Context: an optimization exercise on an open-source flow, tuned for small area, a short achievable clock period and few clock cycles per item. The choices shown serve that exercise and are no tape-out recipe. The RTL was checked by simulation tests, not by an equivalence proof against the original design. No activity file was given, so power comes from the tool's default toggle rates.

Design text_full_justify_top, start of the top module:
module text_full_justify_top (
	input  wire logic       clk,
	input  wire logic       arst_n,
	input  wire logic       cfg_we,
	input  wire logic [5:0] cfg_wdata,
	input  wire logic       in_valid,
	output logic            in_ready,
	input  wire logic [7:0] in_byte,
	input  wire logic       in_byte_valid,
	input  wire logic       in_word_end,
	input  wire logic       in_text_end,
	output logic            out_valid,
	input  wire logic       out_ready,
	output logic [7:0]      out_byte,
	output logic            out_line_last,
	output logic            out_word_cut
);
	logic [5:0] w_q;
	logic       rdy_q;
	logic       it_v;
	logic [7:0] it_b;
	logic       it_bv;
	logic       it_cl;
	logic       it_te;
	logic [5:0] wlc_q;    
	logic       wfull_q;  
	logic       ovf_q;    
	logic       b_v;
	logic [5:0] b_wl;
	logic       b_ovf;
	logic       b_ne;     
	logic       b_brk;    
	logic       b_tep;    
  ...
Size in the first run: about 1,900 cells after synthesis, about 34 I/O pins, about 31,000 sq um of cells after synthesis.
clock: 7.0 ns
lec_check: 0
abc_clock_period_in_ps: 2600
cap_margin: 20
core_margin: 2
core_utilization: 70
cts_cluster_diameter: 100
cts_cluster_size: 30
setup_slack_margin: 4.4
slew_margin: 20
run.sh (not shown) runs the stock make flow with config.mk's settings and CLKGATE_MAP_FILE= SYNTH_SCRIPT=/design/flow/synth_recipe.tcl, a recipe that flattens the netlist after the stock synthesis.
Testbench counts at the start, summed over its fixed seeds: cycles 14,959, bytes 14,730.
==> next run, changes <==
--- a/flow/config.mk
+++ b/flow/config.mk
@@ -12,3 +12,3 @@
-export CTS_CLUSTER_DIAMETER = 100
-export CTS_CLUSTER_SIZE = 30
-export SETUP_SLACK_MARGIN = 4.4
+export CTS_CLUSTER_DIAMETER = 70
+export CTS_CLUSTER_SIZE = 24
+export SETUP_SLACK_MARGIN = 4.5
The new run produced a clean layout.
Worst setup slack loses 12 ps.
Clock-buffer cell count decreases by 5.
Final area grows by 1.9%.
Register-to-register slack hardly moves.
Cell count goes up by 0.47%.
Sequential power stays flat.
==> next run, changes <==
--- a/flow/config.mk
+++ b/flow/config.mk
@@ -7,0 +8 @@
+export ABC_AREA = 1
@@ -11,4 +12,4 @@
-export CORE_UTILIZATION = 70
-export CTS_CLUSTER_DIAMETER = 70
-export CTS_CLUSTER_SIZE = 24
-export SETUP_SLACK_MARGIN = 4.5
+export CORE_UTILIZATION = 60
+export CTS_CLUSTER_DIAMETER = 100
+export CTS_CLUSTER_SIZE = 30
+export SETUP_SLACK_MARGIN = 4.4
The new run finished clean.
Clock-buffer cell count goes up by 1.
Core utilization goes down by 13 points.
Worst hold slack gets better by 24 ps.
Final area goes up by 0.72%.
==> next run, changes <==
--- a/flow/config.mk
+++ b/flow/config.mk
@@ -8 +7,0 @@
-export ABC_AREA = 1
@@ -12,4 +11,4 @@
-export CORE_UTILIZATION = 60
-export CTS_CLUSTER_DIAMETER = 100
-export CTS_CLUSTER_SIZE = 30
-export SETUP_SLACK_MARGIN = 4.4
+export CORE_UTILIZATION = 78
+export CTS_CLUSTER_DIAMETER = 70
+export CTS_CLUSTER_SIZE = 24
+export SETUP_SLACK_MARGIN = 4.5
=> The changed run produced a clean layout. Worst hold slack is worse by 22 ps. Maximum frequency falls by 1.3%. Routed wire length rises by 4.4%. Non-clock buffer count rises by 25. Core utilization rises by 22 points. Synthesized cell count falls by 35%.

========
run 1:
text_full_justify_top again, from the RTL that the note above started with.
Settings: LEC_CHECK=0, ABC_CLOCK_PERIOD_IN_PS=2600, CAP_MARGIN=20, CORE_MARGIN=2, CORE_UTILIZATION=70, CTS_CLUSTER_DIAMETER=60, CTS_CLUSTER_SIZE=30, SETUP_SLACK_MARGIN=4.5, SLEW_MARGIN=20; clock period 7.0 ns.
Testbench counts of run 1, summed over its fixed seeds: cycles 14,959, bytes 14,730.
Input changes introduced in run 2 (baseline for comparison: run 1):
# run 1
export LEC_CHECK = 0
export ABC_CLOCK_PERIOD_IN_PS = 2600
export CAP_MARGIN = 20
export CORE_MARGIN = 2
export CORE_UTILIZATION = 70
export CTS_CLUSTER_DIAMETER = 60
export CTS_CLUSTER_SIZE = 30
export SETUP_SLACK_MARGIN = 4.5
export SLEW_MARGIN = 20
create_clock -name core_clock -period 7.0 [get_ports {clk}]
# run 2
export LEC_CHECK = 0
export ABC_CLOCK_PERIOD_IN_PS = 2600
export CAP_MARGIN = 20
export CORE_MARGIN = 2
export CORE_UTILIZATION = 65
export CTS_CLUSTER_DIAMETER = 85
export CTS_CLUSTER_SIZE = 27
export SETUP_SLACK_MARGIN = 4.5
export SLEW_MARGIN = 20
create_clock -name core_clock -period 7.0 [get_ports {clk}]
Findings:
- Going from run 1 to run 2, layout-stage area growth over the synthesis result shrinks by 0.43 points.
- Diff run 1..run 2 | number of buffers on the longest clock path | unchanged
- Post-CTS setup buffer count in run 2 is 9 above run 1.
- Run 2 vs. run 1: global-route usage down 2.4 points; clock skew down 0.0040 ns; ratio of final minimum period to clock period down 1.6 points; initial antenna violation count down 2.
- Power: run 2 draws less than run 1
- Compared to run 1, run 2 has detailed-route wire length 0.84% lower.
- Path length in cells of the critical path, run 2 and run 1: lower on run 1
Modified inputs, run 3 compared to run 2
# run 2
export LEC_CHECK = 0
export ABC_CLOCK_PERIOD_IN_PS = 2600
export CAP_MARGIN = 20
export CORE_MARGIN = 2
export CORE_UTILIZATION = 65
export CTS_CLUSTER_DIAMETER = 85
export CTS_CLUSTER_SIZE = 27
export SETUP_SLACK_MARGIN = 4.5
export SLEW_MARGIN = 20
create_clock -name core_clock -period 7.0 [get_ports {clk}]
# run 3
export LEC_CHECK = 0
export ABC_CLOCK_PERIOD_IN_PS = 2600
export CAP_MARGIN = 20
export CORE_MARGIN = 2
export CORE_UTILIZATION = 65
export CTS_CLUSTER_DIAMETER = 85
export CTS_CLUSTER_SIZE = 27
export PLACE_DENSITY = 0.8
export SETUP_SLACK_MARGIN = 4.5
export SLEW_MARGIN = 20
create_clock -name core_clock -period 7.0 [get_ports {clk}]
Notes after the runs:
Run 3: flow completed, timing, DRC and antenna clean. Run 2: all stages complete, timing, DRC and antenna checks passed. The higher initial antenna violation count came out of run 3. Utilization after layout of run 3 is on par with run 2. The final design instance area without fill of run 3 and that of run 2 are within noise of each other. Going from run 2 to run 3, sequential share of cell area shows no meaningful change; hold slack shows no meaningful change; worst setup slack lost 0.12 ns; sum of internal, switching and leakage power down about 1.7%; worst slew margin relative to its limit shows an increase of 3.5 points.
#### Input delta (run 4 over run 3)
# run 3
export LEC_CHECK = 0
export ABC_CLOCK_PERIOD_IN_PS = 2600
export CAP_MARGIN = 20
export CORE_MARGIN = 2
export CORE_UTILIZATION = 65
export CTS_CLUSTER_DIAMETER = 85
export CTS_CLUSTER_SIZE = 27
export PLACE_DENSITY = 0.8
export SETUP_SLACK_MARGIN = 4.5
export SLEW_MARGIN = 20
create_clock -name core_clock -period 7.0 [get_ports {clk}]
# run 4
export LEC_CHECK = 0
export ABC_CLOCK_PERIOD_IN_PS = 2600
export CAP_MARGIN = 20
export CORE_MARGIN = 2
export CORE_UTILIZATION = 60
export CTS_CLUSTER_DIAMETER = 100
export CTS_CLUSTER_SIZE = 30
export SETUP_SLACK_MARGIN = 4.4
export SLEW_MARGIN = 20
create_clock -name core_clock -period 7.0 [get_ports {clk}]
[summary]
Run 4 completed end to end with timing, DRC and antenna clean. Going from run 3 to run 4, register area ~0 delta; final critical path time including I/O delays and setup now sits higher; sum of internal, switching and leakage power lost about 4%; flip-flop and latch count held; area growth from synthesis to layout went down. [compare] base=run 3 new=run 4: share of the clock period used by the worst path after layout rose by 0.62 points, sequential share of layout area rose by 1.2 points.
What run 5 does differently from run 4 at the input level:
# run 4
export LEC_CHECK = 0
export ABC_CLOCK_PERIOD_IN_PS = 2600
export CAP_MARGIN = 20
export CORE_MARGIN = 2
export CORE_UTILIZATION = 60
export CTS_CLUSTER_DIAMETER = 100
export CTS_CLUSTER_SIZE = 30
export SETUP_SLACK_MARGIN = 4.4
export SLEW_MARGIN = 20
create_clock -name core_clock -period 7.0 [get_ports {clk}]
# run 5
export LEC_CHECK = 0
export ABC_CLOCK_PERIOD_IN_PS = 2600
export CAP_MARGIN = 20
export CORE_MARGIN = 2
export CORE_UTILIZATION = 60
export CTS_CLUSTER_DIAMETER = 100
export CTS_CLUSTER_SIZE = 30
export SETUP_SLACK_MARGIN = 4.5
export SLEW_MARGIN = 20
create_clock -name core_clock -period 7.0 [get_ports {clk}]
==> summary.txt <==
Changes observed in run 5 relative to run 4: worst setup slack up 0.11 ns, share of the core filled with cells in the final layout rose by 0.83 points, detailed route wirelength on metal3 picked up an extra about 12%, final cycle utilization of the critical path now smaller, area growth from synthesis to layout went up 1.4 points.
Clock group total power delta (run 5 − run 4): unfavourable
Run 5 vs run 4, signal arrival time at the worst endpoint went down by 1.97 ns.
Run 5 reports its highest routing layer actually used as met5 while run 4 reports met4.
### run 5 -> run 6
# run 5
export LEC_CHECK = 0
export ABC_CLOCK_PERIOD_IN_PS = 2600
export CAP_MARGIN = 20
export CORE_MARGIN = 2
export CORE_UTILIZATION = 60
export CTS_CLUSTER_DIAMETER = 100
export CTS_CLUSTER_SIZE = 30
export SETUP_SLACK_MARGIN = 4.5
export SLEW_MARGIN = 20
create_clock -name core_clock -period 7.0 [get_ports {clk}]
# run 6
export LEC_CHECK = 0
export ABC_CLOCK_PERIOD_IN_PS = 2600
export CAP_MARGIN = 20
export CORE_MARGIN = 2
export CORE_UTILIZATION = 60
export CTS_CLUSTER_DIAMETER = 100
export CTS_CLUSTER_SIZE = 30
export PLACE_DENSITY = 0.72
export SETUP_SLACK_MARGIN = 4.5
export SLEW_MARGIN = 20
create_clock -name core_clock -period 7.0 [get_ports {clk}]
## What came out
The cell count on run 5 is in line with that on run 6. Total count of hold-check failures in the final report: run 6 vs run 5 identical. Number of antenna violations at the first check in global routing delta for run 6 relative to run 5: 3 lower. Vias: run 6 above run 5. Max share of power burned in the clock network across run 5 and run 6: run 5. Looking at clock period minus final worst setup slack, run 6 sits 0.011 ns above run 5. Number of remaining DRC errors: run 6 vs run 5 identical. Run 6 vs run 5, final period utilization went up by 0.16 points.

-- re-timing with driven ports --
The flow's constraints put no driver on any port. The routed layouts listed below were extracted and timed again, unchanged, in two steps.
Step 1: set_driving_cell puts a clkbuf_16 on clk and a buf_2 on each other input, an assumption about the parent block.
Step 2 moves the port delays by t, midway between the first and last clock arrival at a register: inputs arrive t later, outputs are due t later. That takes back most of the time a late clock gives input paths.
a / b / c = ideal / step 1 / step 2; a / b = the first two.
run	shift t [ns]	setup WS [ns]	worst hold slack (ns)	worst setup path after step 2
the first run of note 1	0.686	4.439 / 4.377 / 4.343	0.431 / 0.431 / 0.431	input to register
the second run of note 1	0.659	4.427 / 4.366 / 4.308	0.412 / 0.412 / 0.412	input to register
the third run of note 1	0.683	4.385 / 4.379 / 3.927	0.437 / 0.437 / 0.437	input to register
the fourth run of note 1	0.663	4.352 / 4.352 / 4.289	0.415 / 0.415 / 0.415	input, reset recovery
run 1	0.655	4.379 / 4.379 / 4.315	0.416 / 0.416 / 0.416	input to register
run 2	0.637	4.491 / 4.435 / 4.295	0.429 / 0.429 / 0.429	input, reset recovery
run 3	0.645	4.372 / 4.372 / 4.317	0.431 / 0.431 / 0.431	input to register
run 4	0.675	4.329 / 4.329 / 4.307	0.448 / 0.448 / 0.448	input, reset recovery
run 5	0.693	4.435 / 4.376 / 4.214	0.431 / 0.431 / 0.431	input, reset recovery
run 6	0.683	4.423 / 4.362 / 4.320	0.433 / 0.433 / 0.433	input to register
After both steps every run listed still meets setup and hold. The setup slack of the third run of note 1, which loses most, moves by -0.006 ns with the drivers and by -0.458 ns with both steps. Setup slack includes reset recovery checks.
